From an optimization exercise on the open Yosys and OpenROAD flow, aimed at small area and few clock cycles per item; shortcuts taken in it are not production practice. No run shown here included a check of the RTL's function; only the layout flow was run. Power figures rest on the tool's default switching activity, not on a simulated workload.

==> flow/design.v <==
package spcwf_pkg;
  localparam int RANGE_W = 16;
  localparam int COORD_W = 17;
  localparam int ANGLE_W = 9;
  localparam int CFG_INDEX_W = 2;
  localparam int CFG_DATA_W = 17;
endpackage
module spcwf_rom (
  input  logic [6:0]  d,
  output logic [14:0] t
);
  always_comb begin
    case (d)
      7'd0: t = 15'd0;
      7'd1: t = 15'd572;
      7'd2: t = 15'd1144;
      7'd3: t = 15'd1715;
      7'd4: t = 15'd2286;
      7'd5: t = 15'd2856;
      7'd6: t = 15'd3425;
      7'd7: t = 15'd3993;
      7'd8: t = 15'd4560;
      7'd9: t = 15'd5126;
      7'd10: t = 15'd5690;
      7'd11: t = 15'd6252;
      7'd12: t = 15'd6813;
      7'd13: t = 15'd7371;
      7'd14: t = 15'd7927;
      7'd15: t = 15'd8481;
      7'd16: t = 15'd9032;
      7'd17: t = 15'd9580;
      7'd18: t = 15'd10126;
      7'd19: t = 15'd10668;
      7'd20: t = 15'd11207;
      7'd21: t = 15'd11743;
      7'd22: t = 15'd12275;
      7'd23: t = 15'd12803;
      7'd24: t = 15'd13328;
      7'd25: t = 15'd13848;
      7'd26: t = 15'd14365;
      7'd27: t = 15'd14876;
      7'd28: t = 15'd15384;
      7'd29: t = 15'd15886;
      7'd30: t = 15'd16384;
      7'd31: t = 15'd16877;
      7'd32: t = 15'd17364;
      7'd33: t = 15'd17847;
      7'd34: t = 15'd18324;
      7'd35: t = 15'd18795;
      7'd36: t = 15'd19261;
      7'd37: t = 15'd19720;
      7'd38: t = 15'd20174;
      7'd39: t = 15'd20622;
      7'd40: t = 15'd21063;
      7'd41: t = 15'd21498;
      7'd42: t = 15'd21926;
      7'd43: t = 15'd22348;
      7'd44: t = 15'd22763;
      7'd45: t = 15'd23170;
      7'd46: t = 15'd23571;
      7'd47: t = 15'd23965;
      7'd48: t = 15'd24351;
      7'd49: t = 15'd24730;
      7'd50: t = 15'd25102;
      7'd51: t = 15'd25466;
      7'd52: t = 15'd25822;
      7'd53: t = 15'd26170;
      7'd54: t = 15'd26510;
      7'd55: t = 15'd26842;
      7'd56: t = 15'd27166;
      7'd57: t = 15'd27482;
      7'd58: t = 15'd27789;
      7'd59: t = 15'd28088;
      7'd60: t = 15'd28378;
      7'd61: t = 15'd28660;
      7'd62: t = 15'd28932;
      7'd63: t = 15'd29197;
      7'd64: t = 15'd29452;
      7'd65: t = 15'd29698;
      7'd66: t = 15'd29935;
      7'd67: t = 15'd30163;
      7'd68: t = 15'd30382;
      7'd69: t = 15'd30592;
      7'd70: t = 15'd30792;
      7'd71: t = 15'd30983;
      7'd72: t = 15'd31164;
      7'd73: t = 15'd31336;
      7'd74: t = 15'd31499;
      7'd75: t = 15'd31651;
      7'd76: t = 15'd31795;
      7'd77: t = 15'd31928;
      7'd78: t = 15'd32052;
      7'd79: t = 15'd32166;
      7'd80: t = 15'd32270;
      7'd81: t = 15'd32365;
      7'd82: t = 15'd32449;
      7'd83: t = 15'd32524;
      7'd84: t = 15'd32588;
      7'd85: t = 15'd32643;
      7'd86: t = 15'd32688;
      7'd87: t = 15'd32723;
      7'd88: t = 15'd32748;
      7'd89: t = 15'd32763;
      7'd90: t = 15'd0;
      default: t = 15'd0;
    endcase
  end
endmodule
module spcwf_mul (
  input  logic [7:0]  one,
  input  logic [7:0]  two,
  input  logic [7:0]  neg,
  input  logic        r15,
  input  logic [14:0] t,
  output logic [15:0] p
);
  wire pp0_0 = (one[0] & t[0]) ^ neg[0];
  wire pp0_1 = ((one[0] & t[1]) | (two[0] & t[0])) ^ neg[0];
  wire pp0_2 = ((one[0] & t[2]) | (two[0] & t[1])) ^ neg[0];
  wire pp0_3 = ((one[0] & t[3]) | (two[0] & t[2])) ^ neg[0];
  wire pp0_4 = ((one[0] & t[4]) | (two[0] & t[3])) ^ neg[0];
  wire pp0_5 = ((one[0] & t[5]) | (two[0] & t[4])) ^ neg[0];
  wire pp0_6 = ((one[0] & t[6]) | (two[0] & t[5])) ^ neg[0];
  wire pp0_7 = ((one[0] & t[7]) | (two[0] & t[6])) ^ neg[0];
  wire pp0_8 = ((one[0] & t[8]) | (two[0] & t[7])) ^ neg[0];
  wire pp0_9 = ((one[0] & t[9]) | (two[0] & t[8])) ^ neg[0];
  wire pp0_10 = ((one[0] & t[10]) | (two[0] & t[9])) ^ neg[0];
  wire pp0_11 = ((one[0] & t[11]) | (two[0] & t[10])) ^ neg[0];
  wire pp0_12 = ((one[0] & t[12]) | (two[0] & t[11])) ^ neg[0];
  wire pp0_13 = ((one[0] & t[13]) | (two[0] & t[12])) ^ neg[0];
  wire pp0_14 = ((one[0] & t[14]) | (two[0] & t[13])) ^ neg[0];
  wire pp0_15 = (two[0] & t[14]) ^ neg[0];
  wire ns0 = ~neg[0];
  wire pp1_0 = (one[1] & t[0]) ^ neg[1];
  wire pp1_1 = ((one[1] & t[1]) | (two[1] & t[0])) ^ neg[1];
  wire pp1_2 = ((one[1] & t[2]) | (two[1] & t[1])) ^ neg[1];
  wire pp1_3 = ((one[1] & t[3]) | (two[1] & t[2])) ^ neg[1];
  wire pp1_4 = ((one[1] & t[4]) | (two[1] & t[3])) ^ neg[1];
  wire pp1_5 = ((one[1] & t[5]) | (two[1] & t[4])) ^ neg[1];
  wire pp1_6 = ((one[1] & t[6]) | (two[1] & t[5])) ^ neg[1];
  wire pp1_7 = ((one[1] & t[7]) | (two[1] & t[6])) ^ neg[1];
  wire pp1_8 = ((one[1] & t[8]) | (two[1] & t[7])) ^ neg[1];
  wire pp1_9 = ((one[1] & t[9]) | (two[1] & t[8])) ^ neg[1];
  wire pp1_10 = ((one[1] & t[10]) | (two[1] & t[9])) ^ neg[1];
  wire pp1_11 = ((one[1] & t[11]) | (two[1] & t[10])) ^ neg[1];
  wire pp1_12 = ((one[1] & t[12]) | (two[1] & t[11])) ^ neg[1];
  wire pp1_13 = ((one[1] & t[13]) | (two[1] & t[12])) ^ neg[1];
  wire pp1_14 = ((one[1] & t[14]) | (two[1] & t[13])) ^ neg[1];
  wire pp1_15 = (two[1] & t[14]) ^ neg[1];
  wire ns1 = ~neg[1];
  wire pp2_0 = (one[2] & t[0]) ^ neg[2];
  wire pp2_1 = ((one[2] & t[1]) | (two[2] & t[0])) ^ neg[2];
  wire pp2_2 = ((one[2] & t[2]) | (two[2] & t[1])) ^ neg[2];
  wire pp2_3 = ((one[2] & t[3]) | (two[2] & t[2])) ^ neg[2];
  wire pp2_4 = ((one[2] & t[4]) | (two[2] & t[3])) ^ neg[2];
  wire pp2_5 = ((one[2] & t[5]) | (two[2] & t[4])) ^ neg[2];
  wire pp2_6 = ((one[2] & t[6]) | (two[2] & t[5])) ^ neg[2];
  wire pp2_7 = ((one[2] & t[7]) | (two[2] & t[6])) ^ neg[2];
  wire pp2_8 = ((one[2] & t[8]) | (two[2] & t[7])) ^ neg[2];
  wire pp2_9 = ((one[2] & t[9]) | (two[2] & t[8])) ^ neg[2];
  wire pp2_10 = ((one[2] & t[10]) | (two[2] & t[9])) ^ neg[2];
  wire pp2_11 = ((one[2] & t[11]) | (two[2] & t[10])) ^ neg[2];
  wire pp2_12 = ((one[2] & t[12]) | (two[2] & t[11])) ^ neg[2];
  wire pp2_13 = ((one[2] & t[13]) | (two[2] & t[12])) ^ neg[2];
  wire pp2_14 = ((one[2] & t[14]) | (two[2] & t[13])) ^ neg[2];
  wire pp2_15 = (two[2] & t[14]) ^ neg[2];
  wire ns2 = ~neg[2];
  wire pp3_0 = (one[3] & t[0]) ^ neg[3];
  wire pp3_1 = ((one[3] & t[1]) | (two[3] & t[0])) ^ neg[3];
  wire pp3_2 = ((one[3] & t[2]) | (two[3] & t[1])) ^ neg[3];
  wire pp3_3 = ((one[3] & t[3]) | (two[3] & t[2])) ^ neg[3];
  wire pp3_4 = ((one[3] & t[4]) | (two[3] & t[3])) ^ neg[3];
  wire pp3_5 = ((one[3] & t[5]) | (two[3] & t[4])) ^ neg[3];
  wire pp3_6 = ((one[3] & t[6]) | (two[3] & t[5])) ^ neg[3];
  wire pp3_7 = ((one[3] & t[7]) | (two[3] & t[6])) ^ neg[3];
  wire pp3_8 = ((one[3] & t[8]) | (two[3] & t[7])) ^ neg[3];
  wire pp3_9 = ((one[3] & t[9]) | (two[3] & t[8])) ^ neg[3];
  wire pp3_10 = ((one[3] & t[10]) | (two[3] & t[9])) ^ neg[3];
  wire pp3_11 = ((one[3] & t[11]) | (two[3] & t[10])) ^ neg[3];
  wire pp3_12 = ((one[3] & t[12]) | (two[3] & t[11])) ^ neg[3];
  wire pp3_13 = ((one[3] & t[13]) | (two[3] & t[12])) ^ neg[3];
  wire pp3_14 = ((one[3] & t[14]) | (two[3] & t[13])) ^ neg[3];
  wire pp3_15 = (two[3] & t[14]) ^ neg[3];
  wire ns3 = ~neg[3];
  wire pp4_0 = (one[4] & t[0]) ^ neg[4];
  wire pp4_1 = ((one[4] & t[1]) | (two[4] & t[0])) ^ neg[4];
  wire pp4_2 = ((one[4] & t[2]) | (two[4] & t[1])) ^ neg[4];
  wire pp4_3 = ((one[4] & t[3]) | (two[4] & t[2])) ^ neg[4];
  wire pp4_4 = ((one[4] & t[4]) | (two[4] & t[3])) ^ neg[4];
  wire pp4_5 = ((one[4] & t[5]) | (two[4] & t[4])) ^ neg[4];
  wire pp4_6 = ((one[4] & t[6]) | (two[4] & t[5])) ^ neg[4];
  wire pp4_7 = ((one[4] & t[7]) | (two[4] & t[6])) ^ neg[4];
  wire pp4_8 = ((one[4] & t[8]) | (two[4] & t[7])) ^ neg[4];
  wire pp4_9 = ((one[4] & t[9]) | (two[4] & t[8])) ^ neg[4];
  wire pp4_10 = ((one[4] & t[10]) | (two[4] & t[9])) ^ neg[4];
  wire pp4_11 = ((one[4] & t[11]) | (two[4] & t[10])) ^ neg[4];
  wire pp4_12 = ((one[4] & t[12]) | (two[4] & t[11])) ^ neg[4];
  wire pp4_13 = ((one[4] & t[13]) | (two[4] & t[12])) ^ neg[4];
  wire pp4_14 = ((one[4] & t[14]) | (two[4] & t[13])) ^ neg[4];
  wire pp4_15 = (two[4] & t[14]) ^ neg[4];
  wire ns4 = ~neg[4];
  wire pp5_0 = (one[5] & t[0]) ^ neg[5];
  wire pp5_1 = ((one[5] & t[1]) | (two[5] & t[0])) ^ neg[5];
  wire pp5_2 = ((one[5] & t[2]) | (two[5] & t[1])) ^ neg[5];
  wire pp5_3 = ((one[5] & t[3]) | (two[5] & t[2])) ^ neg[5];
  wire pp5_4 = ((one[5] & t[4]) | (two[5] & t[3])) ^ neg[5];
  wire pp5_5 = ((one[5] & t[5]) | (two[5] & t[4])) ^ neg[5];
  wire pp5_6 = ((one[5] & t[6]) | (two[5] & t[5])) ^ neg[5];
  wire pp5_7 = ((one[5] & t[7]) | (two[5] & t[6])) ^ neg[5];
  wire pp5_8 = ((one[5] & t[8]) | (two[5] & t[7])) ^ neg[5];
  wire pp5_9 = ((one[5] & t[9]) | (two[5] & t[8])) ^ neg[5];
  wire pp5_10 = ((one[5] & t[10]) | (two[5] & t[9])) ^ neg[5];
  wire pp5_11 = ((one[5] & t[11]) | (two[5] & t[10])) ^ neg[5];
  wire pp5_12 = ((one[5] & t[12]) | (two[5] & t[11])) ^ neg[5];
  wire pp5_13 = ((one[5] & t[13]) | (two[5] & t[12])) ^ neg[5];
  wire pp5_14 = ((one[5] & t[14]) | (two[5] & t[13])) ^ neg[5];
  wire pp5_15 = (two[5] & t[14]) ^ neg[5];
  wire ns5 = ~neg[5];
  wire pp6_0 = (one[6] & t[0]) ^ neg[6];
  wire pp6_1 = ((one[6] & t[1]) | (two[6] & t[0])) ^ neg[6];
  wire pp6_2 = ((one[6] & t[2]) | (two[6] & t[1])) ^ neg[6];
  wire pp6_3 = ((one[6] & t[3]) | (two[6] & t[2])) ^ neg[6];
  wire pp6_4 = ((one[6] & t[4]) | (two[6] & t[3])) ^ neg[6];
  wire pp6_5 = ((one[6] & t[5]) | (two[6] & t[4])) ^ neg[6];
  wire pp6_6 = ((one[6] & t[6]) | (two[6] & t[5])) ^ neg[6];
  wire pp6_7 = ((one[6] & t[7]) | (two[6] & t[6])) ^ neg[6];
  wire pp6_8 = ((one[6] & t[8]) | (two[6] & t[7])) ^ neg[6];
  wire pp6_9 = ((one[6] & t[9]) | (two[6] & t[8])) ^ neg[6];
  wire pp6_10 = ((one[6] & t[10]) | (two[6] & t[9])) ^ neg[6];
  wire pp6_11 = ((one[6] & t[11]) | (two[6] & t[10])) ^ neg[6];
  wire pp6_12 = ((one[6] & t[12]) | (two[6] & t[11])) ^ neg[6];
  wire pp6_13 = ((one[6] & t[13]) | (two[6] & t[12])) ^ neg[6];
  wire pp6_14 = ((one[6] & t[14]) | (two[6] & t[13])) ^ neg[6];
  wire pp6_15 = (two[6] & t[14]) ^ neg[6];
  wire ns6 = ~neg[6];
  wire pp7_0 = (one[7] & t[0]) ^ neg[7];
  wire pp7_1 = ((one[7] & t[1]) | (two[7] & t[0])) ^ neg[7];
  wire pp7_2 = ((one[7] & t[2]) | (two[7] & t[1])) ^ neg[7];
  wire pp7_3 = ((one[7] & t[3]) | (two[7] & t[2])) ^ neg[7];
  wire pp7_4 = ((one[7] & t[4]) | (two[7] & t[3])) ^ neg[7];
  wire pp7_5 = ((one[7] & t[5]) | (two[7] & t[4])) ^ neg[7];
  wire pp7_6 = ((one[7] & t[6]) | (two[7] & t[5])) ^ neg[7];
  wire pp7_7 = ((one[7] & t[7]) | (two[7] & t[6])) ^ neg[7];
  wire pp7_8 = ((one[7] & t[8]) | (two[7] & t[7])) ^ neg[7];
  wire pp7_9 = ((one[7] & t[9]) | (two[7] & t[8])) ^ neg[7];
  wire pp7_10 = ((one[7] & t[10]) | (two[7] & t[9])) ^ neg[7];
  wire pp7_11 = ((one[7] & t[11]) | (two[7] & t[10])) ^ neg[7];
  wire pp7_12 = ((one[7] & t[12]) | (two[7] & t[11])) ^ neg[7];
  wire pp7_13 = ((one[7] & t[13]) | (two[7] & t[12])) ^ neg[7];
  wire pp7_14 = ((one[7] & t[14]) | (two[7] & t[13])) ^ neg[7];
  wire pp7_15 = (two[7] & t[14]) ^ neg[7];
  wire ns7 = ~neg[7];
  wire pr8_0 = r15 & t[0];
  wire pr8_1 = r15 & t[1];
  wire pr8_2 = r15 & t[2];
  wire pr8_3 = r15 & t[3];
  wire pr8_4 = r15 & t[4];
  wire pr8_5 = r15 & t[5];
  wire pr8_6 = r15 & t[6];
  wire pr8_7 = r15 & t[7];
  wire pr8_8 = r15 & t[8];
  wire pr8_9 = r15 & t[9];
  wire pr8_10 = r15 & t[10];
  wire pr8_11 = r15 & t[11];
  wire pr8_12 = r15 & t[12];
  wire pr8_13 = r15 & t[13];
  wire pr8_14 = r15 & t[14];
  wire s1 = ns0 ^ pp1_14;
  wire c2 = ns0 & pp1_14;
  wire s3 = pp1_15 ^ pp2_13;
  wire c4 = pp1_15 & pp2_13;
  wire s5 = pp0_10 ^ pp1_8;
  wire c6 = pp0_10 & pp1_8;
  wire s7 = pp0_11 ^ pp1_9;
  wire c8 = pp0_11 & pp1_9;
  wire s9 = pp0_12 ^ pp1_10 ^ pp2_8;
  wire c10 = (pp0_12 & pp1_10) | (pp0_12 & pp2_8) | (pp1_10 & pp2_8);
  wire s11 = pp3_6 ^ pp4_4;
  wire c12 = pp3_6 & pp4_4;
  wire s13 = pp0_13 ^ pp1_11 ^ pp2_9;
  wire c14 = (pp0_13 & pp1_11) | (pp0_13 & pp2_9) | (pp1_11 & pp2_9);
  wire s15 = pp3_7 ^ pp4_5;
  wire c16 = pp3_7 & pp4_5;
  wire s17 = pp0_14 ^ pp1_12 ^ pp2_10;
  wire c18 = (pp0_14 & pp1_12) | (pp0_14 & pp2_10) | (pp1_12 & pp2_10);
  wire s19 = pp3_8 ^ pp4_6 ^ pp5_4;
  wire c20 = (pp3_8 & pp4_6) | (pp3_8 & pp5_4) | (pp4_6 & pp5_4);
  wire s21 = pp6_2 ^ pp7_0;
  wire c22 = pp6_2 & pp7_0;
  wire s23 = pp0_15 ^ pp1_13 ^ pp2_11;
  wire c24 = (pp0_15 & pp1_13) | (pp0_15 & pp2_11) | (pp1_13 & pp2_11);
  wire s25 = pp3_9 ^ pp4_7 ^ pp5_5;
  wire c26 = (pp3_9 & pp4_7) | (pp3_9 & pp5_5) | (pp4_7 & pp5_5);
  wire s27 = pp6_3 ^ pp7_1;
  wire c28 = pp6_3 & pp7_1;
  wire s29 = pp2_12 ^ pp3_10 ^ pp4_8;
  wire c30 = (pp2_12 & pp3_10) | (pp2_12 & pp4_8) | (pp3_10 & pp4_8);
  wire s31 = pp5_6 ^ pp6_4 ^ pp7_2;
  wire c32 = (pp5_6 & pp6_4) | (pp5_6 & pp7_2) | (pp6_4 & pp7_2);
  wire s33 = pr8_0 ^ 1'b1 ^ s1;
  wire c34 = (pr8_0 & 1'b1) | (pr8_0 & s1) | (1'b1 & s1);
  wire s35 = pp3_11 ^ pp4_9 ^ pp5_7;
  wire c36 = (pp3_11 & pp4_9) | (pp3_11 & pp5_7) | (pp4_9 & pp5_7);
  wire s37 = pp6_5 ^ pp7_3 ^ pr8_1;
  wire c38 = (pp6_5 & pp7_3) | (pp6_5 & pr8_1) | (pp7_3 & pr8_1);
  wire s39 = 1'b1 ^ s3 ^ c2;
  wire c40 = (1'b1 & s3) | (1'b1 & c2) | (s3 & c2);
  wire s41 = ns1 ^ pp2_14 ^ pp3_12;
  wire c42 = (ns1 & pp2_14) | (ns1 & pp3_12) | (pp2_14 & pp3_12);
  wire s43 = pp4_10 ^ pp5_8 ^ pp6_6;
  wire c44 = (pp4_10 & pp5_8) | (pp4_10 & pp6_6) | (pp5_8 & pp6_6);
  wire s45 = pp7_4 ^ pr8_2 ^ c4;
  wire c46 = (pp7_4 & pr8_2) | (pp7_4 & c4) | (pr8_2 & c4);
  wire s47 = pp2_15 ^ pp3_13 ^ pp4_11;
  wire c48 = (pp2_15 & pp3_13) | (pp2_15 & pp4_11) | (pp3_13 & pp4_11);
  wire s49 = pp5_9 ^ pp6_7 ^ pp7_5;
  wire c50 = (pp5_9 & pp6_7) | (pp5_9 & pp7_5) | (pp6_7 & pp7_5);
  wire s51 = pr8_3 ^ 1'b1;
  wire c52 = pr8_3 & 1'b1;
  wire s53 = ns2 ^ pp3_14 ^ pp4_12;
  wire c54 = (ns2 & pp3_14) | (ns2 & pp4_12) | (pp3_14 & pp4_12);
  wire s55 = pp5_10 ^ pp6_8 ^ pp7_6;
  wire c56 = (pp5_10 & pp6_8) | (pp5_10 & pp7_6) | (pp6_8 & pp7_6);
  wire s57 = pp3_15 ^ pp4_13 ^ pp5_11;
  wire c58 = (pp3_15 & pp4_13) | (pp3_15 & pp5_11) | (pp4_13 & pp5_11);
  wire s59 = pp6_9 ^ pp7_7;
  wire c60 = pp6_9 & pp7_7;
  wire s61 = ns3 ^ pp4_14 ^ pp5_12;
  wire c62 = (ns3 & pp4_14) | (ns3 & pp5_12) | (pp4_14 & pp5_12);
  wire s63 = pp4_15 ^ pp5_13;
  wire c64 = pp4_15 & pp5_13;
  wire s65 = pp0_6 ^ pp1_4;
  wire c66 = pp0_6 & pp1_4;
  wire s67 = pp0_7 ^ pp1_5;
  wire c68 = pp0_7 & pp1_5;
  wire s69 = pp0_8 ^ pp1_6 ^ pp2_4;
  wire c70 = (pp0_8 & pp1_6) | (pp0_8 & pp2_4) | (pp1_6 & pp2_4);
  wire s71 = pp3_2 ^ pp4_0;
  wire c72 = pp3_2 & pp4_0;
  wire s73 = pp0_9 ^ pp1_7 ^ pp2_5;
  wire c74 = (pp0_9 & pp1_7) | (pp0_9 & pp2_5) | (pp1_7 & pp2_5);
  wire s75 = pp3_3 ^ pp4_1;
  wire c76 = pp3_3 & pp4_1;
  wire s77 = pp2_6 ^ pp3_4 ^ pp4_2;
  wire c78 = (pp2_6 & pp3_4) | (pp2_6 & pp4_2) | (pp3_4 & pp4_2);
  wire s79 = pp5_0 ^ neg[5] ^ s5;
  wire c80 = (pp5_0 & neg[5]) | (pp5_0 & s5) | (neg[5] & s5);
  wire s81 = pp2_7 ^ pp3_5 ^ pp4_3;
  wire c82 = (pp2_7 & pp3_5) | (pp2_7 & pp4_3) | (pp3_5 & pp4_3);
  wire s83 = pp5_1 ^ s7 ^ c6;
  wire c84 = (pp5_1 & s7) | (pp5_1 & c6) | (s7 & c6);
  wire s85 = pp5_2 ^ pp6_0 ^ neg[6];
  wire c86 = (pp5_2 & pp6_0) | (pp5_2 & neg[6]) | (pp6_0 & neg[6]);
  wire s87 = s9 ^ s11 ^ c8;
  wire c88 = (s9 & s11) | (s9 & c8) | (s11 & c8);
  wire s89 = pp5_3 ^ pp6_1 ^ s13;
  wire c90 = (pp5_3 & pp6_1) | (pp5_3 & s13) | (pp6_1 & s13);
  wire s91 = s15 ^ c10 ^ c12;
  wire c92 = (s15 & c10) | (s15 & c12) | (c10 & c12);
  wire s93 = neg[7] ^ s17 ^ s19;
  wire c94 = (neg[7] & s17) | (neg[7] & s19) | (s17 & s19);
  wire s95 = s21 ^ c14 ^ c16;
  wire c96 = (s21 & c14) | (s21 & c16) | (c14 & c16);
  wire s97 = s23 ^ s25 ^ s27;
  wire c98 = (s23 & s25) | (s23 & s27) | (s25 & s27);
  wire s99 = c18 ^ c20 ^ c22;
  wire c100 = (c18 & c20) | (c18 & c22) | (c20 & c22);
  wire s101 = s29 ^ s31 ^ s33;
  wire c102 = (s29 & s31) | (s29 & s33) | (s31 & s33);
  wire s103 = c24 ^ c26 ^ c28;
  wire c104 = (c24 & c26) | (c24 & c28) | (c26 & c28);
  wire s105 = s35 ^ s37 ^ s39;
  wire c106 = (s35 & s37) | (s35 & s39) | (s37 & s39);
  wire s107 = c30 ^ c32 ^ c34;
  wire c108 = (c30 & c32) | (c30 & c34) | (c32 & c34);
  wire s109 = s41 ^ s43 ^ s45;
  wire c110 = (s41 & s43) | (s41 & s45) | (s43 & s45);
  wire s111 = c36 ^ c38 ^ c40;
  wire c112 = (c36 & c38) | (c36 & c40) | (c38 & c40);
  wire s113 = s47 ^ s49 ^ s51;
  wire c114 = (s47 & s49) | (s47 & s51) | (s49 & s51);
  wire s115 = c42 ^ c44 ^ c46;
  wire c116 = (c42 & c44) | (c42 & c46) | (c44 & c46);
  wire s117 = pr8_4 ^ s53 ^ s55;
  wire c118 = (pr8_4 & s53) | (pr8_4 & s55) | (s53 & s55);
  wire s119 = c48 ^ c50 ^ c52;
  wire c120 = (c48 & c50) | (c48 & c52) | (c50 & c52);
  wire s121 = pr8_5 ^ 1'b1 ^ s57;
  wire c122 = (pr8_5 & 1'b1) | (pr8_5 & s57) | (1'b1 & s57);
  wire s123 = s59 ^ c54 ^ c56;
  wire c124 = (s59 & c54) | (s59 & c56) | (c54 & c56);
  wire s125 = pp6_10 ^ pp7_8 ^ pr8_6;
  wire c126 = (pp6_10 & pp7_8) | (pp6_10 & pr8_6) | (pp7_8 & pr8_6);
  wire s127 = s61 ^ c58 ^ c60;
  wire c128 = (s61 & c58) | (s61 & c60) | (c58 & c60);
  wire s129 = pp6_11 ^ pp7_9 ^ pr8_7;
  wire c130 = (pp6_11 & pp7_9) | (pp6_11 & pr8_7) | (pp7_9 & pr8_7);
  wire s131 = 1'b1 ^ s63 ^ c62;
  wire c132 = (1'b1 & s63) | (1'b1 & c62) | (s63 & c62);
  wire s133 = ns4 ^ pp5_14 ^ pp6_12;
  wire c134 = (ns4 & pp5_14) | (ns4 & pp6_12) | (pp5_14 & pp6_12);
  wire s135 = pp7_10 ^ pr8_8 ^ c64;
  wire c136 = (pp7_10 & pr8_8) | (pp7_10 & c64) | (pr8_8 & c64);
  wire s137 = pp5_15 ^ pp6_13 ^ pp7_11;
  wire c138 = (pp5_15 & pp6_13) | (pp5_15 & pp7_11) | (pp6_13 & pp7_11);
  wire s139 = pr8_9 ^ 1'b1;
  wire c140 = pr8_9 & 1'b1;
  wire s141 = ns5 ^ pp6_14 ^ pp7_12;
  wire c142 = (ns5 & pp6_14) | (ns5 & pp7_12) | (pp6_14 & pp7_12);
  wire s143 = pp6_15 ^ pp7_13;
  wire c144 = pp6_15 & pp7_13;
  wire s145 = pp0_4 ^ pp1_2;
  wire c146 = pp0_4 & pp1_2;
  wire s147 = pp0_5 ^ pp1_3;
  wire c148 = pp0_5 & pp1_3;
  wire s149 = pp2_2 ^ pp3_0 ^ neg[3];
  wire c150 = (pp2_2 & pp3_0) | (pp2_2 & neg[3]) | (pp3_0 & neg[3]);
  wire s151 = pp2_3 ^ pp3_1 ^ s67;
  wire c152 = (pp2_3 & pp3_1) | (pp2_3 & s67) | (pp3_1 & s67);
  wire s153 = neg[4] ^ s69 ^ s71;
  wire c154 = (neg[4] & s69) | (neg[4] & s71) | (s69 & s71);
  wire s155 = s73 ^ s75 ^ c70;
  wire c156 = (s73 & s75) | (s73 & c70) | (s75 & c70);
  wire s157 = s77 ^ s79 ^ c74;
  wire c158 = (s77 & s79) | (s77 & c74) | (s79 & c74);
  wire s159 = s81 ^ s83 ^ c78;
  wire c160 = (s81 & s83) | (s81 & c78) | (s83 & c78);
  wire s161 = s85 ^ s87 ^ c82;
  wire c162 = (s85 & s87) | (s85 & c82) | (s87 & c82);
  wire s163 = s89 ^ s91 ^ c86;
  wire c164 = (s89 & s91) | (s89 & c86) | (s91 & c86);
  wire s165 = s93 ^ s95 ^ c90;
  wire c166 = (s93 & s95) | (s93 & c90) | (s95 & c90);
  wire s167 = s97 ^ s99 ^ c94;
  wire c168 = (s97 & s99) | (s97 & c94) | (s99 & c94);
  wire s169 = s101 ^ s103 ^ c98;
  wire c170 = (s101 & s103) | (s101 & c98) | (s103 & c98);
  wire s171 = s105 ^ s107 ^ c102;
  wire c172 = (s105 & s107) | (s105 & c102) | (s107 & c102);
  wire s173 = s109 ^ s111 ^ c106;
  wire c174 = (s109 & s111) | (s109 & c106) | (s111 & c106);
  wire s175 = s113 ^ s115 ^ c110;
  wire c176 = (s113 & s115) | (s113 & c110) | (s115 & c110);
  wire s177 = s117 ^ s119 ^ c114;
  wire c178 = (s117 & s119) | (s117 & c114) | (s119 & c114);
  wire s179 = s121 ^ s123 ^ c118;
  wire c180 = (s121 & s123) | (s121 & c118) | (s123 & c118);
  wire s181 = s125 ^ s127 ^ c122;
  wire c182 = (s125 & s127) | (s125 & c122) | (s127 & c122);
  wire s183 = s129 ^ s131 ^ c126;
  wire c184 = (s129 & s131) | (s129 & c126) | (s131 & c126);
  wire s185 = s133 ^ s135 ^ c130;
  wire c186 = (s133 & s135) | (s133 & c130) | (s135 & c130);
  wire s187 = s137 ^ s139 ^ c134;
  wire c188 = (s137 & s139) | (s137 & c134) | (s139 & c134);
  wire s189 = pr8_10 ^ s141 ^ c138;
  wire c190 = (pr8_10 & s141) | (pr8_10 & c138) | (s141 & c138);
  wire s191 = pr8_11 ^ 1'b1 ^ s143;
  wire c192 = (pr8_11 & 1'b1) | (pr8_11 & s143) | (1'b1 & s143);
  wire s193 = ns6 ^ pp7_14 ^ pr8_12;
  wire c194 = (ns6 & pp7_14) | (ns6 & pr8_12) | (pp7_14 & pr8_12);
  wire s195 = pp7_15 ^ pr8_13;
  wire c196 = pp7_15 & pr8_13;
  wire s197 = pp0_2 ^ pp1_0;
  wire c198 = pp0_2 & pp1_0;
  wire s199 = pp0_3 ^ pp1_1;
  wire c200 = pp0_3 & pp1_1;
  wire s201 = pp2_0 ^ neg[2] ^ s145;
  wire c202 = (pp2_0 & neg[2]) | (pp2_0 & s145) | (neg[2] & s145);
  wire s203 = pp2_1 ^ s147 ^ c146;
  wire c204 = (pp2_1 & s147) | (pp2_1 & c146) | (s147 & c146);
  wire s205 = s65 ^ s149 ^ c148;
  wire c206 = (s65 & s149) | (s65 & c148) | (s149 & c148);
  wire s207 = c66 ^ s151 ^ c150;
  wire c208 = (c66 & s151) | (c66 & c150) | (s151 & c150);
  wire s209 = c68 ^ s153 ^ c152;
  wire c210 = (c68 & s153) | (c68 & c152) | (s153 & c152);
  wire s211 = c72 ^ s155 ^ c154;
  wire c212 = (c72 & s155) | (c72 & c154) | (s155 & c154);
  wire s213 = c76 ^ s157 ^ c156;
  wire c214 = (c76 & s157) | (c76 & c156) | (s157 & c156);
  wire s215 = c80 ^ s159 ^ c158;
  wire c216 = (c80 & s159) | (c80 & c158) | (s159 & c158);
  wire s217 = c84 ^ s161 ^ c160;
  wire c218 = (c84 & s161) | (c84 & c160) | (s161 & c160);
  wire s219 = c88 ^ s163 ^ c162;
  wire c220 = (c88 & s163) | (c88 & c162) | (s163 & c162);
  wire s221 = c92 ^ s165 ^ c164;
  wire c222 = (c92 & s165) | (c92 & c164) | (s165 & c164);
  wire s223 = c96 ^ s167 ^ c166;
  wire c224 = (c96 & s167) | (c96 & c166) | (s167 & c166);
  wire s225 = c100 ^ s169 ^ c168;
  wire c226 = (c100 & s169) | (c100 & c168) | (s169 & c168);
  wire s227 = c104 ^ s171 ^ c170;
  wire c228 = (c104 & s171) | (c104 & c170) | (s171 & c170);
  wire s229 = c108 ^ s173 ^ c172;
  wire c230 = (c108 & s173) | (c108 & c172) | (s173 & c172);
  wire s231 = c112 ^ s175 ^ c174;
  wire c232 = (c112 & s175) | (c112 & c174) | (s175 & c174);
  wire s233 = c116 ^ s177 ^ c176;
  wire c234 = (c116 & s177) | (c116 & c176) | (s177 & c176);
  wire s235 = c120 ^ s179 ^ c178;
  wire c236 = (c120 & s179) | (c120 & c178) | (s179 & c178);
  wire s237 = c124 ^ s181 ^ c180;
  wire c238 = (c124 & s181) | (c124 & c180) | (s181 & c180);
  wire s239 = c128 ^ s183 ^ c182;
  wire c240 = (c128 & s183) | (c128 & c182) | (s183 & c182);
  wire s241 = c132 ^ s185 ^ c184;
  wire c242 = (c132 & s185) | (c132 & c184) | (s185 & c184);
  wire s243 = c136 ^ s187 ^ c186;
  wire c244 = (c136 & s187) | (c136 & c186) | (s187 & c186);
  wire s245 = c140 ^ s189 ^ c188;
  wire c246 = (c140 & s189) | (c140 & c188) | (s189 & c188);
  wire s247 = c142 ^ s191 ^ c190;
  wire c248 = (c142 & s191) | (c142 & c190) | (s191 & c190);
  wire s249 = c144 ^ s193 ^ c192;
  wire c250 = (c144 & s193) | (c144 & c192) | (s193 & c192);
  wire s251 = 1'b1 ^ s195 ^ c194;
  wire c252 = (1'b1 & s195) | (1'b1 & c194) | (s195 & c194);
  wire s253 = ns7 ^ pr8_14 ^ c196;
  wire c254 = (ns7 & pr8_14) | (ns7 & c196) | (pr8_14 & c196);
  wire [30:0] va = {s253, s251, s249, s247, s245, s243, s241, s239, s237, s235, s233, s231, s229, s227, s225, s223, s221, s219, s217, s215, s213, s211, s209, s207, s205, s203, s201, s199, neg[1], pp0_1, pp0_0};
  wire [30:0] vb = {c252, c250, c248, c246, c244, c242, c240, c238, c236, c234, c232, c230, c228, c226, c224, c222, c220, c218, c216, c214, c212, c210, c208, c206, c204, c202, c200, c198, s197, 1'b0, neg[0]};
  wire [30:0] sum = va + vb;
  assign p = sum[30:15];
endmodule
module scan_polar_to_cartesian_wall_filter_top (
  input  logic                clk,
  input  logic                rst,
  input  logic                sample_valid,
  output logic                sample_ready,
  input  logic [15:0]         sample_range,
  input  logic                sample_scan_start,
  output logic                point_valid,
  input  logic                point_ready,
  output logic signed [16:0]  point_x,
  output logic signed [16:0]  point_y,
  output logic [8:0]          point_angle,
  input  logic                cfg_we,
  input  logic [1:0]          cfg_index,
  input  logic [16:0]         cfg_data
);
  logic        en;
  logic [16:0] bnd;
  logic [15:0] tol;
  logic [1:0]  q;
  logic [6:0]  s, c;
  logic [15:0] px, py;
  logic        v;
  logic        accept;
  logic        start;
  logic        last;
  logic [6:0]  r;
  logic        r0;
  logic [1:0]  qo;
  logic [14:0] ts, tc;
  logic        fs, fc;
  logic [7:0]  one, two, neg;
  logic        r15;
  logic [15:0] mx, my;
  logic        xn, yn, keep;
  logic [18:0] z;
  logic [8:0]  abase;
  assign sample_ready = !v || point_ready;
  assign accept = sample_valid && sample_ready;
  assign last = (q[0] ? c : s) == 7'd89;
  assign start = sample_scan_start;
  spcwf_rom u_rs (.d(s), .t(ts));
  spcwf_rom u_rc (.d(c), .t(tc));
  assign fs = !start && (s == 7'd90);
  assign fc = start || (c == 7'd90);
  always_comb begin
    for (int k = 0; k < 8; k++) begin
      logic b2, b1, b0;
      b2 = sample_range[2*k+1];
      b1 = sample_range[2*k];
      b0 = (k == 0) ? 1'b0 : sample_range[2*k-1];
      one[k] = !start && (b1 ^ b0);
      two[k] = !start && (b2 ? (!b1 && !b0) : (b1 && b0));
      neg[k] = !start && b2 && !(b1 && b0);
    end
    r15 = !start && sample_range[15];
  end
  spcwf_mul u_mx (.one(one), .two(two), .neg(neg), .r15(r15), .t(tc), .p(mx));
  spcwf_mul u_my (.one(one), .two(two), .neg(neg), .r15(r15), .t(ts), .p(my));
  always_ff @(posedge clk) begin
    if (rst) begin
      en <= 1'b0;
      bnd <= '0;
      tol <= '0;
      q <= 2'd0;
      s <= 7'd0;
      c <= 7'd90;
      v <= 1'b0;
    end else begin
      if (cfg_we) begin
        case (cfg_index)
          2'd0: en <= cfg_data[0];
          2'd1: bnd <= cfg_data;
          2'd2: tol <= cfg_data[15:0];
          default: ;
        endcase
      end
      if (sample_ready) v <= sample_valid;
      if (accept) begin
        if (start) begin
          q <= 2'd0;
          s <= 7'd1;
          c <= 7'd89;
        end else begin
          if (last) q <= q + 2'd1;
          s <= q[0] ? s - 7'd1 : s + 7'd1;
          c <= q[0] ? c + 7'd1 : c - 7'd1;
        end
      end
    end
  end
  always_ff @(posedge clk) begin
    if (sample_ready) begin
      px <= mx | (sample_range & {16{fc}});
      py <= my | (sample_range & {16{fs}});
    end
  end
  assign r = q[0] ? c : s;
  assign r0 = (r == 7'd0);
  assign qo = q - {1'b0, r0};
  assign xn = qo[0] ^ qo[1];
  assign yn = qo[1];
  assign point_x = ({1'b0, px} ^ {17{xn}}) + {16'd0, xn};
  assign point_y = ({1'b0, py} ^ {17{yn}}) + {16'd0, yn};
  always_comb begin
    case (q)
      2'd0: abase = r0 ? 9'd359 : 9'd511;
      2'd1: abase = 9'd89;
      2'd2: abase = 9'd179;
      default: abase = 9'd269;
    endcase
  end
  assign point_angle = abase + {2'b00, r};
  assign z = {{3{yn}}, py ^ {16{yn}}} + {3'b000, tol} + ~{bnd[16], bnd[16], bnd}
           + {18'd0, yn};
  assign keep = !en || !z[18];
  assign point_valid = v && keep;
endmodule
==> flow/run.sh <==
#!/bin/bash
# synth_recipe.tcl (not shown) runs the flow's synth.tcl, then flattens the netlist and writes it again
# the make line also repeats each setting of config.mk as NAME=value (left out here)
make -C /OpenROAD-flow-scripts/flow DESIGN_CONFIG=/design/flow/config.mk WORK_HOME=/design/flow/orfs CLKGATE_MAP_FILE= SYNTH_SCRIPT=/design/flow/synth_recipe.tcl finish
==> flow/config.mk <==
export PLATFORM = sky130hd
export DESIGN_NAME = scan_polar_to_cartesian_wall_filter_top
export DESIGN_NICKNAME = scan_polar_to_cartesian_wall_filter_top
export VERILOG_FILES = /design/flow/design.v
export SDC_FILE = /design/flow/constraint.sdc
export NUM_CORES = 4
export LEC_CHECK = 0
export CAP_MARGIN = 20
export CORE_MARGIN = 2
export CORE_UTILIZATION = 40
export GPL_TIMING_DRIVEN = 0
export SLEW_MARGIN = 20
==> flow/constraint.sdc <==
create_clock -name core_clock -period 8.0 [get_ports {clk}]
set_input_delay 1.6000 -clock core_clock [delete_from_list [all_inputs] [get_ports {clk}]]
set_output_delay 1.6000 -clock core_clock [all_outputs]
set_load 0.01 [all_outputs]
==> summary.txt, run 1 <==
- The max-capacitance violation count is 0.
- The power per cell area is 275 nW/um^2.
- The critical path goes through clkbuf_2 > buf_6 > buf_6 > clkbuf_8 > buf_4 > nor2_1 > clkbuf_1 > a22oi_1 > xnor2_1 > ha_1 > fa_1 > inv_1 > fa_1 > inv_1 > fa_1 > ha_1 > a2111oi_4 > nand4b_1 > o2111ai_4 > o22ai_4 > a41oi_2 > o2111ai_1 > xnor2_1 > nand2_1.
- The clock buffer count from CTS is 17.
- Relative to the synthesized area, the layout overhead comes to 12.6%.
- The CTS tree is built.
- At the later pin of the worst-skew pair, clock insertion delay measures about 0.48 ns.
- Sorting the synthesized cells by area gives the leading types as fa_1 (17%), xnor2_1 (12%), ha_1 (11%).
- The region available for standard cell placement spans ~56,000 um^2.
- Counting every instance in the synthesized netlist gives about 2,900.
- The number of pins exceeding their max-slew limit in the final report was 0.
- At the end of the flow, the number of nets in the layout was ~3,400.
- The clock-pin slew on the worst setup and hold paths is ~0.070 ns.
- In this design, the stage delay of the slowest critical-path cell is 0.61 ns.
- The master cell of the clock root buffer is clkbuf_16.
- The initial antenna violation count is 3.
- The global router's overall resource usage is approximately 30%.
- Derived from the worst setup path, the maximum achievable clock frequency is 129 MHz.
- In this run the cell area measured after placement is roughly 25,000 um^2.
- Dividing the detail-routed via count by the number of cells gives about 6.1.
- The sum of negative setup slack is 0 ns.
- The synthesized area is about 23,000 um^2.
- The finished cells cover around 26,000 um^2.
- Data on the critical path is required at its endpoint by ~8.2 ns.
- The post-detailed-route count of antenna-violating nets is 0.
- The worst setup path is captured at a flip-flop.
- The kind of launch point of the worst setup path is an input pin.
- The number of distinct library cells after synthesis is slightly below 90.
- Hold repair after CTS inserted 0 buffers.
- The most repeated library cell on the critical path is fa_1.
- The number of top-level design ports is 86.
- The final hold violation count is 0.
- The Yosys warning count is 2.
- The total nets after synthesis is roughly 3,300.
- The type of the worst min-delay path is flip-flop to flip-flop.
- The start-to-end type of the worst setup path is input pin to flip-flop.
- In the final routed layout, each cell accounts on average for 24.0 um.
- The cell type contributing the most total cell area after synthesis is fa_1.
- The most used flip-flop cell after synthesis is dfxtp_1.
- The worst ir drop on vdd is approximately 0.28 mV.
- For the pin with the worst max-slew slack, the measured transition is around 1 ns.
- Setup violations remaining at the end of the flow were counted as 0.
- At the end of routability-driven placement, the weighted congestion stood at between 0.9 and 1.
- Entering global routing, the biggest net connects 39 pins.
- The share of flip-flops with an asynchronous set or reset after synthesis is 0%.
- The top-area cell type share of the netlist area is about 17%.
- The final setup skew is 0.0125 ns.
- The CTS H-tree depth is 4.
- The initial utilization of the core area, before any placement, comes to about 41%.
- In this run, synthesis produced a sequential element count of about 110.
- xnor2_1 is the most common cell in the netlist.
- The via count of the first global-routing pass is ~23,000.
- The worst pin sits at a relative slew slack of a little over a third.
- On the critical path, the stage with the largest delay is an instance of clkbuf_1.
- The longest clock path from root to sink contains 2 buffers.
- The clock drives 113 sinks.
- The half-perimeter wire length of the detailed placement result is 68,900 um.
- The top fanout value on the critical path is 10.
- The die covers about 60,000 um^2.
- The commonest cells after synthesis are xnor2_1 (306), nand2_1 (286), inv_1 (262).
- The global route total overflow is 0.
- The share of the clock period used by the worst path is 97.1%.
- The number of search-and-repair iterations in the first detailed-routing pass is 6.
- The die is approximately 240 um wide.
- The count of filler cells inserted in the layout is 5,650.
- In the final layout, the share of cells above drive strength 1 is 7.02%.
- In the routed design, unresolved DRC markers number 0.
- The first global-routing pass estimated 136,000 um of wire.
- The synthesized design contains 32 enable-type register cells.
- The floorplan has 87 rows.
- The detailed router placed between 20,000 and 25,000 vias in this run.
- The arrival time of the worst setup path is between 7 and 8 ns.
- Summed over all layers, the routed wires come to about 90,000 um.
- For this design the static power due to leakage is ~0.010 uW.
- The die is 243 um tall.
- Counting I/O delays and the setup requirement, the final critical path takes around 7.8 ns.
- The number of DRC markers in iteration 0 is 2,623.
- The sequential share of the synthesized area is a little under an eighth.
- The flow ran to the end and the layout has no timing, DRC or antenna violations.
- The average instance area after synthesis is 8.03 um^2.
- The count of buffers added on input and output ports is between 80 and 90.
==> through the flow <==
step                cells  setup WS [ns]  power (uW)  util (%)  hold slack [ns]
CTS                  3730         0.0104        6950      45.4            0.461
global route         3734       -0.00548        7750      45.6            0.479
finish               3735          0.236        7080      45.6            0.460
global placement     3691          -2.52        5880      43.7            0.448
detailed placement   3691          -2.62        5970      43.7            0.453
floorplan            2852         0.0179        4590         -            0.436
==> final timing paths <==
kind | startpoint | depth (start not counted) | endpoint | slack [ns]
worst max-delay path | sample_scan_start | 24 | px[15] | 0.24
worst min-delay path | bnd[15] | 2 | bnd[15] | 0.46
worst max register to register | u_my.t[6] | 21 | py[15] | 1.59
worst min register to register | bnd[15] | 2 | bnd[15] | 0.46
==> worst max-delay path, delay by kind of cell <==
family	cells	cell delay, ns
simple gates	3	0.51
xor+xnor	2	0.38
fa+ha+maj	5	2.12
compound gates	6	1.63
buf+inv	8	1.74
==> final cells by class <==
class                      instances  area [um^2]  area share, %
inverter                         274         1040           4.02
clock buffer                      19          454           1.76
multi-input combinational       2226        18600           72.1
clock inverter                    13          139          0.539
buffer                           236         1090           4.22
tap                              756          946           3.67
timing repair buffer              97          943           3.66
antenna                            1         2.50        0.00971
sequential                       113         2590           10.0
==> flip-flops by register name, indices dropped and copies added (netlist names) <==
name,flops
c,7
s,7
px,16
u_my.t,15
u_mx.t,15
tol,16
py,16
q,2
en,1
bnd,17
v,1
==> kinds of logic after synthesis <==
kind of cell	synth area share, %
and+or+nand+nor	13.6
xor gates and xnor gates	13.5
buffers and inverters	8.76
AOI/OAI and AO/OA	22.3
muxes	2.53
DFF	11.3
adders and majority gates	28.0
==> what timing repair did <==
| item | in CTS | in global routing |
|---|---|---|
| setup buffers | 9 | 5 |
| resized for setup | 94 | 50 |
| endpoints found under the setup margin | 49 | 20 |
| pin swaps | 8 | 11 |
==> layout by cell type (no fill, tap or decap), types with 27 or more instances in the layout <==
cell	instances
nor3_1	42
a22oi_1	201
ha_1	203
a21o_1	27
o21ai_0	96
xnor2_1	305
fa_1	191
clkbuf_1	123
xor2_1	46
edfxtp_1	32
dfxtp_1	80
nand2_1	285
clkdlybuf4s50_1	73
nor2_1	127
inv_1	259
a21oi_1	169
a211oi_1	35
buf_2	52
and2_1	36
nand3_1	47
mux2i_1	28
==> layer usage <==
layer / vias up / share of wire (%) / global-route usage, %
met5: - / 0.031 / 0
met4: 4 / 4.6 / 13.8
met3: 290 / 8.9 / 6.14
met2: 1280 / 45 / 47.6
met1: 11000 / 41 / 38.8
li1: 10100 / - / -
==> where the power goes <==
group	switching [uW]	internal, uW
Combinational	2960	2400
Sequential	90.1	839
Clock	336	456
Total	3390	3690
==> inputs of run 2 (changes only) <==
--- a/flow/config.mk
+++ b/flow/config.mk
@@ -7,6 +7,7 @@
 export LEC_CHECK = 0
 export CAP_MARGIN = 20
 export CORE_MARGIN = 2
-export CORE_UTILIZATION = 40
-export GPL_TIMING_DRIVEN = 0
+export CORE_UTILIZATION = 65
+export CTS_BUF_LIST = sky130_fd_sc_hd__clkbuf_8
+export GPL_TIMING_DRIVEN = 1
 export SLEW_MARGIN = 20
==> run 2 against run 1 <==
Synthesized cell count stayed put. Hold slack hardly changed. Clock skew up 0.022 ns. Critical path depth is the same. Non-clock buffer count decreased by 137. Clock power down 28%. Combinational power is 6.0% lower. Critical endpoint is now py[11]. Largest cell class unchanged.
==> summary.txt, run 2 <==
- The run finished with no timing, DRC or antenna violations.
- The number of setup violations in the final report was 0 (unchanged).
- The ratio of cells with drive above 1 in the final layout came to 7.99% (+0.97 points).
- The post-detailed-route count of antenna-violating nets is 0 (unchanged).
- The deepest clock path buffer count is 2 (unchanged).
- The Yosys warning count came to 2 (unchanged).
- The global route total overflow is 0 (unchanged).
- The power per cell area is 266 nW/um^2 (-3.2%).
- The library cell used most frequently in the layout, excluding fill and tap cells, is xnor2_1.
- The kind of capture point of the worst setup path is a flip-flop.
- The initial core utilization is 66.1% (+26 points).
- The die outline area is 36,700 um^2 (-38%).
- The number of diodes added for antenna fixing was 0 (-1).
- The wire length of the first global-routing pass is 116,000 um (-15%).
- The share of flip-flops with an asynchronous set or reset after synthesis came to 0% (unchanged).
- In the synthesized netlist the dominant register cell turns out to be dfxtp_1.
- The pin count of the biggest net entering global routing was 60 (+54%).
- The final hold violation count is 0 (unchanged).
- In the post-synthesis netlist, the biggest area contributors are fa_1 (17%), xnor2_1 (12%), ha_1 (11%).
- Compared with the post-synthesis result, the final layout area differs by 8.64%.
- The chip height is 192 um (-21%).
- The start-to-end type of the worst setup path is input pin to flip-flop.
- The arrival time of the worst setup path is 7.98 ns (about the same).
- The total number of vias was 21,900 (-3.6%).
- The headroom to the max-slew limit is 23.7% (-12 points).
- The clock buffer count from CTS is 17 (unchanged).
- The number of search-and-repair iterations in the first detailed-routing pass is 6 (unchanged).
- The cell depth of the worst flop-to-flop path is 18 (-14%).
- The final critical path time including I/O delays and setup is 7.62 ns (-0.144 ns).
- The initial antenna violation count was 0 (-3).
- The setup slack of the most critical reg-to-reg path is 1.79 ns (+0.20 ns).
- The most frequent cell after synthesis is xnor2_1.
- The CTS tree is built.
- Ranked by instance count, the synthesized netlist is headed by xnor2_1 (306), nand2_1 (286), inv_1 (262).
- The number of placement rows was 68 (-22%).
- The beginning of the worst hold path is bnd[15].
- The sink of the worst hold path is bnd[15].
- The top-area cell type share of the netlist area came to 16.8% (unchanged).
- The slew at the pin closest to its max-slew limit is 1.14 ns (+0.173 ns).
- The number of pins exceeding their max-slew limit in the final report is 0 (unchanged).
- The detail-routed via count per cell was 6.63 (+9.3%).
- The number of top-level design ports is 86 (unchanged).
- The area of the core was 34,600 um^2 (-39%).
- Summed over all instances, the cell type with the most area after synthesis is fa_1.
- The capture instance of the worst register-to-register path is px[13].
- The share of the clock period used by the worst path is 95.3% (-1.8 points).
- The max-capacitance violation count is 0 (unchanged).
- The number of flip-flops in the largest register was 17 (unchanged).
- The worst ir drop on vdd is 0.373 mV (+31%).
- The number of enable flip-flop cells after synthesis was 32 (unchanged).
- The sequential share of the synthesized area is 11.3% (unchanged).
- The number of buffer cells added on primary ports is 85 (+2.4%).
- The total power draw is 6610 uW (-6.6%).
- The final layout net count is 3,266 (-4.0%).
- The master cell of the clock root buffer is clkbuf_8.
- The synthesized area came to 22,900 um^2 (unchanged).
- The cell depth of the worst hold path is 2 (unchanged).
- The global router's overall resource usage is 39.7% (+9.8 points).
- The average wire per cell in the routed design was 21.7 um (-9.5%).
- The half-perimeter wire length of the detailed placement result is 53,400 um (-23%).
- The width of the die is 192 um (-21%).
- The beginning of the worst register-to-register path is u_mx.t[8].
- More flip-flops sit in one register than any other, and that register is bnd.
- The number of sinks handled by clock tree synthesis is 113 (unchanged).
- The number of distinct library cells after synthesis is 88 (unchanged).
- The achievable frequency is 131 MHz (+1.9%).
- The total nets after synthesis is 3,290 (unchanged).
- The leakage component of the power is 0.0103 uW (-2.1%).
- The number of DRC markers in iteration 0 is 2,307 (-12%).
- The clock latency reported for the late side of the worst-skew pair was 0.54 ns (+0.06 ns).
- The cell count after synthesis came to 2,852 (unchanged).
- The clock-pin slew on the worst setup and hold paths is 0.09 ns (+0.02 ns).
- The type of the worst min-delay path is flip-flop to flip-flop.
- The wire length reported by the detailed router was 71,600 um (-20%).
- The final setup skew is 0.0348 ns (+0.0224 ns).
- The post-synthesis sequential element count was 113 (unchanged).
- The via count of the first global-routing pass came to 21,700 (-4.1%).
- The critical path data required time came to 8.36 ns (+0.13 ns).
- The average instance area after synthesis is 8.03 um^2 (unchanged).
- The routability-driven placement congestion ratio was 1.00 (+1.7%).
- In the layout the commonest cells are xnor2_1 (305), nand2_1 (286), inv_1 (262), ha_1 (204), a22oi_1 (201).
- The number of remaining DRC errors is 0 (unchanged).
- The sum of negative setup slack is 0 ns (unchanged).
- The top fanout value on the critical path was 18 (+8).
- Setup repair after global routing left no endpoint under its margin.
- The CTS H-tree depth was 4 (unchanged).
- STA classifies the critical path startpoint as an input pin.
run 2: layout make-up:
class	count	area, um^2
sequential	113	2590
tap	455	569
inverter	274	1030
timing repair buffer	196	1780
multi-input combinational	2226	18500
clock buffer	17	234
clock inverter	15	149
fill	2787	9760
run 2: timing repair:
| item | 4_1_cts | 5_1_grt |
|---|---|---|
| gates resized for setup | 8 | 28 |
| endpoints found under the hold margin | 0 | 0 |
| buffers inserted | 0 | 2 |
| endpoints found under the setup margin | 1 | 3 |
| pin swaps | 0 | 7 |
| hold buffers | 0 | 0 |
run 2: worst max-delay path: stages:
cell and delay [ns]:
clkdlybuf4s50_1 0.70, inv_1 0.09, ha_1 0.29, nor2b_2 0.28, buf_4 0.30, a22oi_1 0.13, xnor2_1 0.21, fa_1 0.57
inv_1 0.06, fa_1 0.44, fa_1 0.55, inv_1 0.06, fa_1 0.49, inv_1 0.04, ha_1 0.30, a21o_1 0.18
a21o_1 0.17, a21o_1 0.19, a21oi_1 0.25, a21oi_1 0.22, o211a_1 0.29, o21a_1 0.22, o21a_1 0.17, o21ai_0 0.15
run 2: worst max path at each step:
| stage | startpoint | slack [ns] | end |
|---|---|---|---|
| final | sample_range[4] | 0.38 | py[11] |
| after detailed placement | sample_range[4] | -0.07 | px[13] |
| after floorplan | sample_scan_start | 0.02 | px[15] |
| after global placement | sample_range[4] | 0.04 | px[13] |
| after CTS | q[0] | 0.02 | point_valid |
| after global routing | sample_range[4] | 0.04 | px[13] |
run 2: stage by stage:
step	hold WS (ns)	std cells	utilization (%)	instance area, um^2	worst slack [ns]
2_1_floorplan	0.436	2852	-	22900	0.0179
3_3_place_gp	0.443	3262	70.2	24300	0.0435
3_5_place_dp	0.449	3262	70.2	24300	-0.0749
4_1_cts	0.461	3294	71.4	24700	0.0216
5_1_grt	0.480	3296	71.8	24900	0.0407
6_report	0.460	3296	71.8	24900	0.379
run 2: cells by family (layout without fill, tap and decap cells):
| group | Yosys count | count (layout) | synth area share (%) |
|---|---|---|---|
| flops | 113 | 113 | 11.3 |
| xor+xnor | 353 | 353 | 13.5 |
| mux | 51 | 51 | 2.53 |
| compound gates | 757 | 757 | 22.3 |
| buf+inv | 513 | 502 | 8.76 |
| simple gates | 668 | 668 | 13.6 |
| fa+ha+maj | 397 | 397 | 28.0 |
run 2: power by group:
group	internal, uW	switching, uW	total [uW]	leakage, uW
Clock	254	319	573	0.000186
Combinational	2340	2700	5040	0.00910
Sequential	837	160	997	0.000980
run 2: per-layer routing:
metal,up-vias,global-route usage [%],part of all wire [%]
met5,-,0,0
met4,0,21.7,5.7
met3,291,6.41,9.6
met2,1308,63.8,46
met1,10400,51.3,39
li1,9820,-,-
==> inputs of run 3 (changes only) <==
--- a/flow/design.v
+++ b/flow/design.v
@@ -559,7 +559,7 @@
   logic        r15;
   logic [15:0] mx, my;
   logic        xn, yn, keep;
-  logic [18:0] z;
+  logic [18:0] wa, wb, wc, ws, wcv;
   logic [8:0]  abase;
   assign sample_ready = !v || point_ready;
   assign accept = sample_valid && sample_ready;
@@ -626,8 +626,19 @@
   assign qo = q - {1'b0, r0};
   assign xn = qo[0] ^ qo[1];
   assign yn = qo[1];
-  assign point_x = ({1'b0, px} ^ {17{xn}}) + {16'd0, xn};
-  assign point_y = ({1'b0, py} ^ {17{yn}}) + {16'd0, yn};
+  always_comb begin
+    logic ox, oy;
+    ox = 1'b0;
+    oy = 1'b0;
+    for (int i = 0; i < 16; i++) begin
+      point_x[i] = px[i] ^ (xn && ox);
+      point_y[i] = py[i] ^ (yn && oy);
+      ox = ox || px[i];
+      oy = oy || py[i];
+    end
+    point_x[16] = xn && ox;
+    point_y[16] = yn && oy;
+  end
   always_comb begin
     case (q)
       2'd0: abase = r0 ? 9'd359 : 9'd511;
@@ -637,8 +648,19 @@
     endcase
   end
   assign point_angle = abase + {2'b00, r};
-  assign z = {{3{yn}}, py ^ {16{yn}}} + {3'b000, tol} + ~{bnd[16], bnd[16], bnd}
-           + {18'd0, yn};
-  assign keep = !en || !z[18];
+  assign wa = {{3{yn}}, py ^ {16{yn}}};
+  assign wb = {3'b000, tol};
+  assign wc = ~{bnd[16], bnd[16], bnd};
+  always_comb begin
+    logic cy;
+    wcv[0] = yn;
+    for (int i = 0; i < 19; i++) begin
+      ws[i] = wa[i] ^ wb[i] ^ wc[i];
+      if (i < 18) wcv[i+1] = (wa[i] && wb[i]) || (wa[i] && wc[i]) || (wb[i] && wc[i]);
+    end
+    cy = 1'b0;
+    for (int i = 0; i < 18; i++) cy = (ws[i] && wcv[i]) || ((ws[i] ^ wcv[i]) && cy);
+    keep = !en || !(ws[18] ^ wcv[18] ^ cy);
+  end
   assign point_valid = v && keep;
 endmodule
--- a/flow/config.mk
+++ b/flow/config.mk
@@ -9,5 +9,4 @@
 export CORE_MARGIN = 2
 export CORE_UTILIZATION = 65
 export CTS_BUF_LIST = sky130_fd_sc_hd__clkbuf_8
-export GPL_TIMING_DRIVEN = 1
 export SLEW_MARGIN = 20
==> run 3 against run 2 <==
Still clean. Clock skew down 0.015 ns. Combinational power up 4.2%. Design area down 0.27%. Non-clock buffer count down 6. Die area about the same. Wire length up 7.8%. Critical endpoint is now py[15]. Highest routed layer unchanged.
==> summary.txt, run 3 <==
- The flow ran to the end and the layout has no timing, DRC or antenna violations.
- The signal on the critical path passes through clkdlybuf4s50_1 > buf_4 > ha_1 > nand2b_1 > nor2_2 > inv_1 > buf_4 > xnor2_1 > fa_1 > fa_1 > inv_1 > fa_1 > fa_1 > ha_1 > o21a_1 > o21ai_0 > a21o_1 > nor4bb_2 > nor2_1 > a211o_1 > a221oi_1 > a31oi_1.
- The die outline area is 36,700 um^2 (about the same).
- The number of top-level design ports is 86 (unchanged).
- Setup repair after global routing left no endpoint under its margin.
- The leakage component of the power is 0.0102 uW (-0.85%).
- The layout-stage area growth over the synthesis result is 8.37%.
- The area of the core is 34,600 um^2 (unchanged).
- The post-detailed-route count of antenna-violating nets is 0 (unchanged).
- The post-route core utilization is 71.6% (-0.19 points).
- The library cells used most frequently in the layout, excluding fill and tap cells, are nand2_1 (295), inv_1 (270), xnor2_1 (236), fa_1 (207), a22oi_1 (201).
- The global router's overall resource usage was 42.0% (+2.3 points).
- The stage delay of the slowest cell on the critical path is 0.56 ns (-0.14 ns).
- The wire length of the first global-routing pass was 121,000 um (+4.7%).
- The library cell used most frequently in the layout, excluding fill and tap cells, is nand2_1.
- The pin count of the biggest net entering global routing was 50 (-17%).
- The number of remaining DRC errors was 0 (unchanged).
- The initial antenna violation count came to 1 (+1).
- The post-synthesis sequential element count is 113 (unchanged).
- The number of flip-flops in the largest register is 17 (unchanged).
- The arrival time of the worst setup path was 7.96 ns (-0.02 ns).
- The hold buffer count at cts is 0 (unchanged).
- The master cell of the clock root buffer is clkbuf_8.
- The clock network fraction of design power was 9.1% (+0.4 points).
- By area the synthesized netlist is led by fa_1 (18%), ha_1 (10%), xnor2_1 (9.0%).
- The start-to-end type of the worst setup path is input pin to flip-flop.
- The synthesized area came to 22,900 um^2 (about the same).
- The detail-routed via count per cell is 6.82 (+2.8%).
- The kind of launch point of the worst setup path is an input pin.
- The final setup skew came to 0.0198 ns (-0.0151 ns).
- The internal power consumption is 3480 uW (+1.4%).
- The final cell area excluding filler cells is 24,800 um^2 (-0.27%).
- The number of DRC markers in iteration 0 came to 2,538 (+10%).
- On the critical path, the stage with the largest delay is an instance of fa_1.
- The share of flip-flops with an asynchronous set or reset after synthesis is 0% (unchanged).
- The multi-input logic area is 18,400 um^2 (-0.56%).
- The half-perimeter wire length of the detailed placement result is 55,800 um (+4.5%).
- The placement-stage cell area was 24,300 um^2 (+0.13%).
- The width of the die is 192 um (about the same).
- The number of buffer cells added on primary ports is 85 (unchanged).
- The number of placement rows is 68 (unchanged).
- Among all cell types in the netlist, the one instantiated most often is nand2_1.
- The cell count after synthesis is 2,873 (+0.74%).
- The kind of capture point of the worst setup path is a flip-flop.
- The top-area cell type share of the netlist area is 18.1% (+1.3 points).
- The clock-pin slew on the worst setup and hold paths was 0.08 ns (about the same).
- The global route total overflow is 0 (unchanged).
- The critical path data required time came to 8.25 ns (-0.11 ns).
- The power dissipated by switching net loads is 3440 uW (+8.4%).
- The CTS H-tree depth was 4 (unchanged).
- The final hold violation count is 0 (unchanged).
- The number of pins exceeding their max-slew limit in the final report is 0 (unchanged).
- TritonCTS built the clock tree.
- The number of setup violations in the final report is 0 (unchanged).
- The final hold slack is 0.462 ns (+0.00206 ns).
- The number of sinks handled by clock tree synthesis is 113 (unchanged).
- The share of the clock period used by the worst path is 96.4% (+1.1 points).
- The via count of the first global-routing pass is 22,300 (+2.8%).
- The relative contribution of combinational cells to total power is 75.8% (-0.5 points).
- The commonest register cell after synthesis is dfxtp_1.
- The switching share of power is 49.7% (+1.7 points).
- The cell that appears most often on the critical path is fa_1.
- The number of enable flip-flop cells after synthesis is 32 (unchanged).
- The total number of vias is 22,500 (+3.0%).
- The headroom to the max-slew limit is 29.2% (+5.5 points).
- The achievable frequency is 130 MHz (-1.1%).
- The total nets after synthesis is 3,307 (+0.52%).
- The deepest clock path buffer count is 2 (unchanged).
- The top fanout value on the critical path is 29 (+11).
- The initial core utilization is 66.1% (about the same).
- The chip height was 192 um (about the same).
- The number of search-and-repair iterations in the first detailed-routing pass is 6 (unchanged).
- The number of distinct library cells after synthesis is 87 (-1.1%).
- The final critical path time including I/O delays and setup is 7.71 ns (+0.0885 ns).
- The worst ir drop on vdd came to 0.599 mV (+61%).
- The relative contribution of sequential cells to total power was 15.1% (about the same).
- The clock buffer count from CTS is 17 (unchanged).
- The cell type contributing the most total cell area after synthesis is fa_1.
- The Yosys warning count is 2 (unchanged).
- Counting instances in the post-synthesis netlist gives the leading cell types as nand2_1 (295), inv_1 (269), xnor2_1 (236).
- The max-capacitance violation count was 0 (unchanged).
- The total power draw came to 6920 uW (+4.8%).
- The power per cell area is 279 nW/um^2 (+5.0%).
- The type of the worst min-delay path is flip-flop to flip-flop.
- The sequential share of the synthesized area is 11.3% (about the same).
- The final layout net count is 3,268 (+0.061%).
- The average instance area after synthesis is 7.97 um^2 (-0.75%).
- The register ranked first by flip-flop count is bnd.
- The wire length reported by the detailed router is 77,200 um (+7.8%).
- The average wire per cell in the routed design came to 23.4 um (+7.6%).
- The count of filler cells inserted in the layout came to 2,802 (+0.54%).
- The slew at the pin closest to its max-slew limit is 1.06 ns (-0.0820 ns).
- The total area of sequential cells came to 2580 um^2 (-0.14%).
- The clock latency reported for the late side of the worst-skew pair came to 0.50 ns (-0.04 ns).
- The routability-driven placement congestion ratio came to 0.996 (-0.58%).
- The ratio of cells with drive above 1 in the final layout is 7.55% (-0.44 points).
[run 3: worst max-delay path, delay by kind of cell]
family | cells | cell delay [ns]
adders and majority gates | 6 | 2.50
buffers and inverters | 5 | 1.70
AOI/OAI and AO/OA | 6 | 1.12
and+or+nand+nor | 4 | 0.87
xor gates and xnor gates | 1 | 0.16
[run 3: worst paths after layout]
check,endpoint,from,cells past startpoint,slack (ns)
min,bnd[6],bnd[6],2,0.46
min reg2reg,bnd[6],bnd[6],2,0.46
max,py[15],sample_range[1],22,0.29
max reg2reg,py[15],u_my.t[12],18,2.06
[run 3: final cells by class]
cell class                      instances  area share [%]
Sequential cell                       113            10.4
Clock inverter                         15           0.822
Clock buffer                           17           0.943
Inverter                              287            4.34
Timing Repair Buffer                  190            6.90
Antenna cell                            1          0.0101
Multi-Input combinational cell       2225            74.3
Tap cell                              455            2.30
[run 3: cell families (layout without fill, tap and decap cells)]
logic type / count (synthesis) / count (layout) / share of synthesized area (%)
AOI/OAI and AO/OA: 781 / 781 / 23.4
and+or+nand+nor: 684 / 685 / 13.8
other: 0 / 1 / 0
adders and majority gates: 393 / 393 / 28.3
buffers and inverters: 536 / 509 / 8.87
xor gates and xnor gates: 317 / 317 / 12.1
DFF: 113 / 113 / 11.3
muxes: 49 / 49 / 2.28
[run 3: through the flow]
step | worst slack, ns | setup TNS [ns] | std cells
after floorplan | 0.276 | 0 | 2873
after global placement | -0.448 | -3.47 | 3269
after detailed placement | -0.287 | -0.982 | 3269
after CTS | 0.227 | 0 | 3301
after global routing | 0.0178 | 0 | 3303
final | 0.291 | 0 | 3303
[run 3: repair_timing]
item	CTS	global route
setup buffers	0	0
resized for setup	0	1
setup endpoints to repair	0	3
[run 3: power groups by stage]
stage	combinational, uW	sequential, uW	clock [uW]
final	5250	1050	630
after CTS	5180	1030	632
after detailed placement	5140	1040	0
after global routing	5870	1050	658
after floorplan	3800	921	0
after global placement	4960	1030	0
[run 3: layer usage]
layer	GRT usage [%]	part of all wire [%]	wire length [um]	vias to the layer above
li1	-	-	-	9878
met5	0	0	0	-
met3	9.15	11	8220	392
met4	23.9	6.1	4720	0
met2	67.4	46	35400	1497
met1	52.3	37	28900	10800

==> port drivers added, routing unchanged <==
The flow's constraints put no driver on any port. The routed layouts listed below were extracted and timed again, unchanged, in two steps.
Step 1: set_driving_cell puts a clkbuf_16 on clk and a buf_2 on each other input, an assumption about the parent block.
Step 2 adds t to the input delays and takes it off the output delays; t is the mean of the earliest and latest rising clock arrival at the registers after step 1. Input paths then give back, and output paths get back, about the clock's delay inside the block.
a / b / c = ideal ports / drivers / drivers and shift; a / b = the first two.
run | t (ns) | slack for setup (ns) | hold slack, ns | worst setup path at the end | worst slew at a driven data input, ns
run 1 | 0.538 | 0.236 / 0.234 / -0.304 | 0.460 / 0.460 / 0.460 | input to register | 0.10
run 2 | 0.574 | 0.379 / 0.407 / -0.166 | 0.460 / 0.460 / 0.460 | input to register | 0.06
run 3 | 0.536 | 0.291 / 0.314 / -0.222 | 0.462 / 0.462 / 0.462 | input to register | 0.05
With both steps, setup timing fails in every run listed, where it was met with ideal ports. For run 2, which loses most, drivers alone change the setup slack by +0.028 ns; drivers and shift together by -0.545 ns.
